Context: an optimization exercise on an open-source flow, tuned for small area. The choices shown serve that exercise and are no tape-out recipe.
Function was checked by simulation only, so behaviour that the tests miss may differ from the original.
No activity file was given, so power comes from the tool's default toggle rates.

purple:
Design apb_slave_regbank, start of the top module:
module apb_slave_regbank
#(
  parameter logic [1:0]  SLAVE_ID    = 2'd2,
  parameter int unsigned WAIT_CYCLES = 1,
  parameter int unsigned NUM_REGS    = 64
) (
  input  logic                           pclk,
  input  logic                           presetn,
  input  logic                           psel,
  input  logic                           penable,
  input  logic                           pwrite,
  input  logic [apb_pkg::APB_ADDR_W-1:0] paddr,
  input  logic [apb_pkg::APB_DATA_W-1:0] pwdata,
  output logic [apb_pkg::APB_DATA_W-1:0] prdata,
  output logic                           pready,
  output logic                           pslverr
);
clock: 5.0 ns
lec_check: 0
cap_margin: 20
core_margin: 2
core_utilization: 50
cts_buf_list: sky130_fd_sc_hd__clkbuf_8 sky130_fd_sc_hd__clkbuf_16
cts_cluster_diameter: 80
cts_cluster_size: 30
slew_margin: 20
synth_hierarchical: 1
synth_minimum_keep_size: 0
standard.sh (not shown) runs the stock make flow with config.mk's settings and CLKGATE_MAP_FILE= SYNTH_SCRIPT=/design/flow/synth_recipe.tcl, a recipe that flattens the netlist after the stock synthesis.
==> flow/flow/run.sh <==
#!/bin/bash
# Own layout flow: the standard ORFS flow (standard.sh), with the port
# buffers that global placement inserts on every input and output made the
# smallest buffer cell (sky130_fd_sc_hd__buf_1) instead of the default pick.
# Everything else, synthesis included, is the standard flow unchanged.
# The full output of the run goes to flow_standard.log in the work folder;
# ORFS's per-step logs are under orfs/logs/.
set -euo pipefail
export BUFFER_PORTS_ARGS="-buffer_cell sky130_fd_sc_hd__buf_1"
bash standard.sh > flow_standard.log 2>&1
The final layout from purple, which completed every stage, passed the timing, DRC and antenna checks at the end of the flow.
Edits applied to the flow inputs when going from purple to blue:
==> flow/run.sh (new file) <==
#!/bin/bash
# synth_recipe.tcl (not shown) runs the flow's synth.tcl, then flattens the netlist and writes it again
# the make line also repeats each setting of config.mk as NAME=value (left out here)
make -C /OpenROAD-flow-scripts/flow DESIGN_CONFIG=/design/flow/config.mk WORK_HOME=/design/flow/orfs CLKGATE_MAP_FILE= SYNTH_SCRIPT=/design/flow/synth_recipe.tcl finish
removed: flow/flow/run.sh
removed: flow/standard.sh
Run comparison: blue worst setup path endpoint prdata_q[18]; purple worst setup path endpoint prdata_q[23]. First-pass GRT wire length in blue is 0.61% below purple. Status: sequential cell count parity (purple, blue). purple and blue ended up with nearly the same combinational-cell power consumption. Of purple and blue, the run reporting the higher transition time at the pin with the least slew margin was blue. A cell with the biggest individual delay on the critical path of nand2_1 is what purple shows, while a222oi_1 belongs to blue. Summary of blue over purple: filler cell count in the final layout flat, total power draw essentially unchanged.

apb_slave_regbank, a different RTL version from the one above (not shown whole).
Size: roughly 3700 cells after synthesis, about 2100 flip-flops, roughly 56000 µm² of cells after synthesis.
Settings: LEC_CHECK=0, CAP_MARGIN=20, CORE_MARGIN=2, CORE_UTILIZATION=50, CTS_BUF_LIST=sky130_fd_sc_hd__clkbuf_4 sky130_fd_sc_hd__clkbuf_8, CTS_CLUSTER_DIAMETER=50, CTS_CLUSTER_SIZE=15, SLEW_MARGIN=20, SYNTH_HIERARCHICAL=1, SYNTH_MINIMUM_KEEP_SIZE=0; clock period 5.0 ns.
run.sh (not shown) runs the stock make flow with config.mk's settings and CLKGATE_MAP_FILE= SYNTH_SCRIPT=/design/flow/synth_recipe.tcl, a recipe that flattens the netlist after the stock synthesis.
Stock flow here: none of the scripts above is used.
Then changed:
- CTS_BUF_LIST: sky130_fd_sc_hd__clkbuf_4 sky130_fd_sc_hd__clkbuf_8 -> sky130_fd_sc_hd__clkbuf_8 sky130_fd_sc_hd__clkbuf_16
- CTS_CLUSTER_DIAMETER: 50 -> 80
- CTS_CLUSTER_SIZE: 15 -> 30
Effect: The new run finished with timing, DRC and antenna clean. Routed wire length drops by about 0.9%. Via count drops by about 2.2%. Synthesized area stays the same. Global-route usage went down by 0.40 points. Cell count is lower by 2.4%.

v6:
apb_slave_regbank, a different RTL version from the one above (not shown whole).
Size in the first run: roughly 3800 cells after synthesis, ~2100 flip-flops, ~100 I/O pins.
==> flow/config.mk <==
export PLATFORM = sky130hd
export DESIGN_NAME = apb_slave_regbank
export DESIGN_NICKNAME = apb_slave_regbank
export VERILOG_FILES = /design/flow/design.v
export SDC_FILE = /design/flow/constraint.sdc
export NUM_CORES = 4
export LEC_CHECK = 0
export CAP_MARGIN = 20
export CORE_MARGIN = 2
export CORE_UTILIZATION = 50
export CTS_BUF_LIST = sky130_fd_sc_hd__clkbuf_8 sky130_fd_sc_hd__clkbuf_16
export CTS_CLUSTER_DIAMETER = 80
export CTS_CLUSTER_SIZE = 30
export SLEW_MARGIN = 20
export SYNTH_HIERARCHICAL = 1
export SYNTH_MINIMUM_KEEP_SIZE = 0
==> flow/constraint.sdc <==
create_clock -name core_clock -period 5.0 [get_ports {pclk}]
set_input_delay 1.0000 -clock core_clock [delete_from_list [all_inputs] [get_ports {pclk}]]
set_output_delay 1.0000 -clock core_clock [all_outputs]
set_load 0.01 [all_outputs]
Inputs modified between v6 and v7:
# v6
export LEC_CHECK = 0
export CAP_MARGIN = 20
export CORE_MARGIN = 2
export CORE_UTILIZATION = 50
export CTS_BUF_LIST = sky130_fd_sc_hd__clkbuf_8 sky130_fd_sc_hd__clkbuf_16
export CTS_CLUSTER_DIAMETER = 80
export CTS_CLUSTER_SIZE = 30
export SLEW_MARGIN = 20
export SYNTH_HIERARCHICAL = 1
export SYNTH_MINIMUM_KEEP_SIZE = 0
create_clock -name core_clock -period 5.0 [get_ports {pclk}]
# v7
export LEC_CHECK = 0
export CAP_MARGIN = 20
export CORE_MARGIN = 2
export CORE_UTILIZATION = 70
export CTS_BUF_LIST = sky130_fd_sc_hd__clkbuf_8 sky130_fd_sc_hd__clkbuf_16
export CTS_CLUSTER_DIAMETER = 80
export CTS_CLUSTER_SIZE = 30
export PLACE_DENSITY = 0.9
export SLEW_MARGIN = 20
export SYNTH_HIERARCHICAL = 1
export SYNTH_MINIMUM_KEEP_SIZE = 0
create_clock -name core_clock -period 5.0 [get_ports {pclk}]
==> flow/flow/run.sh (new file) <==
#!/bin/bash
# Own layout flow: the standard ORFS flow (standard.sh), with the port
# buffers that global placement inserts on every input and output made the
# smallest buffer cell (sky130_fd_sc_hd__buf_1) instead of the default pick.
# Everything else, synthesis included, is the standard flow unchanged.
# The full output of the run goes to flow_standard.log in the work folder;
# ORFS's per-step logs are under orfs/logs/.
set -euo pipefail
export BUFFER_PORTS_ARGS="-buffer_cell sky130_fd_sc_hd__buf_1"
bash standard.sh > flow_standard.log 2>&1
==> flow/standard.sh (new file) <==
#!/bin/bash
# synth_recipe.tcl (not shown) runs the flow's synth.tcl, then flattens the netlist and writes it again
# the make line also repeats each setting of config.mk as NAME=value (left out here)
make -C /OpenROAD-flow-scripts/flow DESIGN_CONFIG=/design/flow/config.mk WORK_HOME=/design/flow/orfs CLKGATE_MAP_FILE= SYNTH_SCRIPT=/design/flow/synth_recipe.tcl "${@:-finish}"
removed: flow/run.sh
Findings:
- v7 | status: complete | timing, DRC, antenna: pass
- For v6, the origin of the worst setup path was pos_q[3]$_DFF_P_, unlike v7, where it was pos_q[5]$_DFF_P_.
- Final area in v7 is 1400 um^2 lower than in v6
- Die size: v7 is under v6
- | post-synthesis to final-layout area growth | v7 vs v6 | 2.6 points lower |

==> what the ideal ports hide <==
In the flow no input, the clock included, has a driving cell. The finished layouts below were timed again as built, in two steps.
Step 1 sets driving cells, clkbuf_16 on the clock port and buf_2 on the other inputs (assumed; they add their load-dependent delay and slew).
Step 2 adds t to the input delays and takes it off the output delays; t is the mean of the earliest and latest rising clock arrival at the registers after step 1. Input paths then give back, and output paths get back, about the clock's delay inside the block.
Three values: ideal, step 1, step 2; two values: the first two.
run | t, ns | setup WS [ns] | hold WS [ns] | worst setup path at the end | worst slew at a driven data input, ns
purple | 0.764 | 1.140 / 1.140 / 0.941 | 0.319 / 0.319 / 0.319 | input to register | 0.06
blue | 0.767 | 0.965 / 0.965 / 0.952 | 0.317 / 0.317 / 0.317 | input to register | 0.03
the first run of note 2 | 0.932 | 0.829 / 0.829 / 0.829 | 0.305 / 0.305 / 0.305 | register to register | 0.04
the second run of note 2 | 0.762 | 0.830 / 0.830 / 0.830 | 0.304 / 0.304 / 0.304 | register to register | 0.04
v6 | 0.762 | 0.881 / 0.881 / 0.857 | 0.306 / 0.306 / 0.306 | input to register | 0.05
v7 | 0.760 | 0.640 / 0.640 / 0.640 | 0.311 / 0.311 / 0.311 | register to register | 0.05
After both steps setup and hold are still met in every run listed. For purple, which loses most, drivers alone change the setup slack by 0.000 ns; drivers and shift together by -0.199 ns.
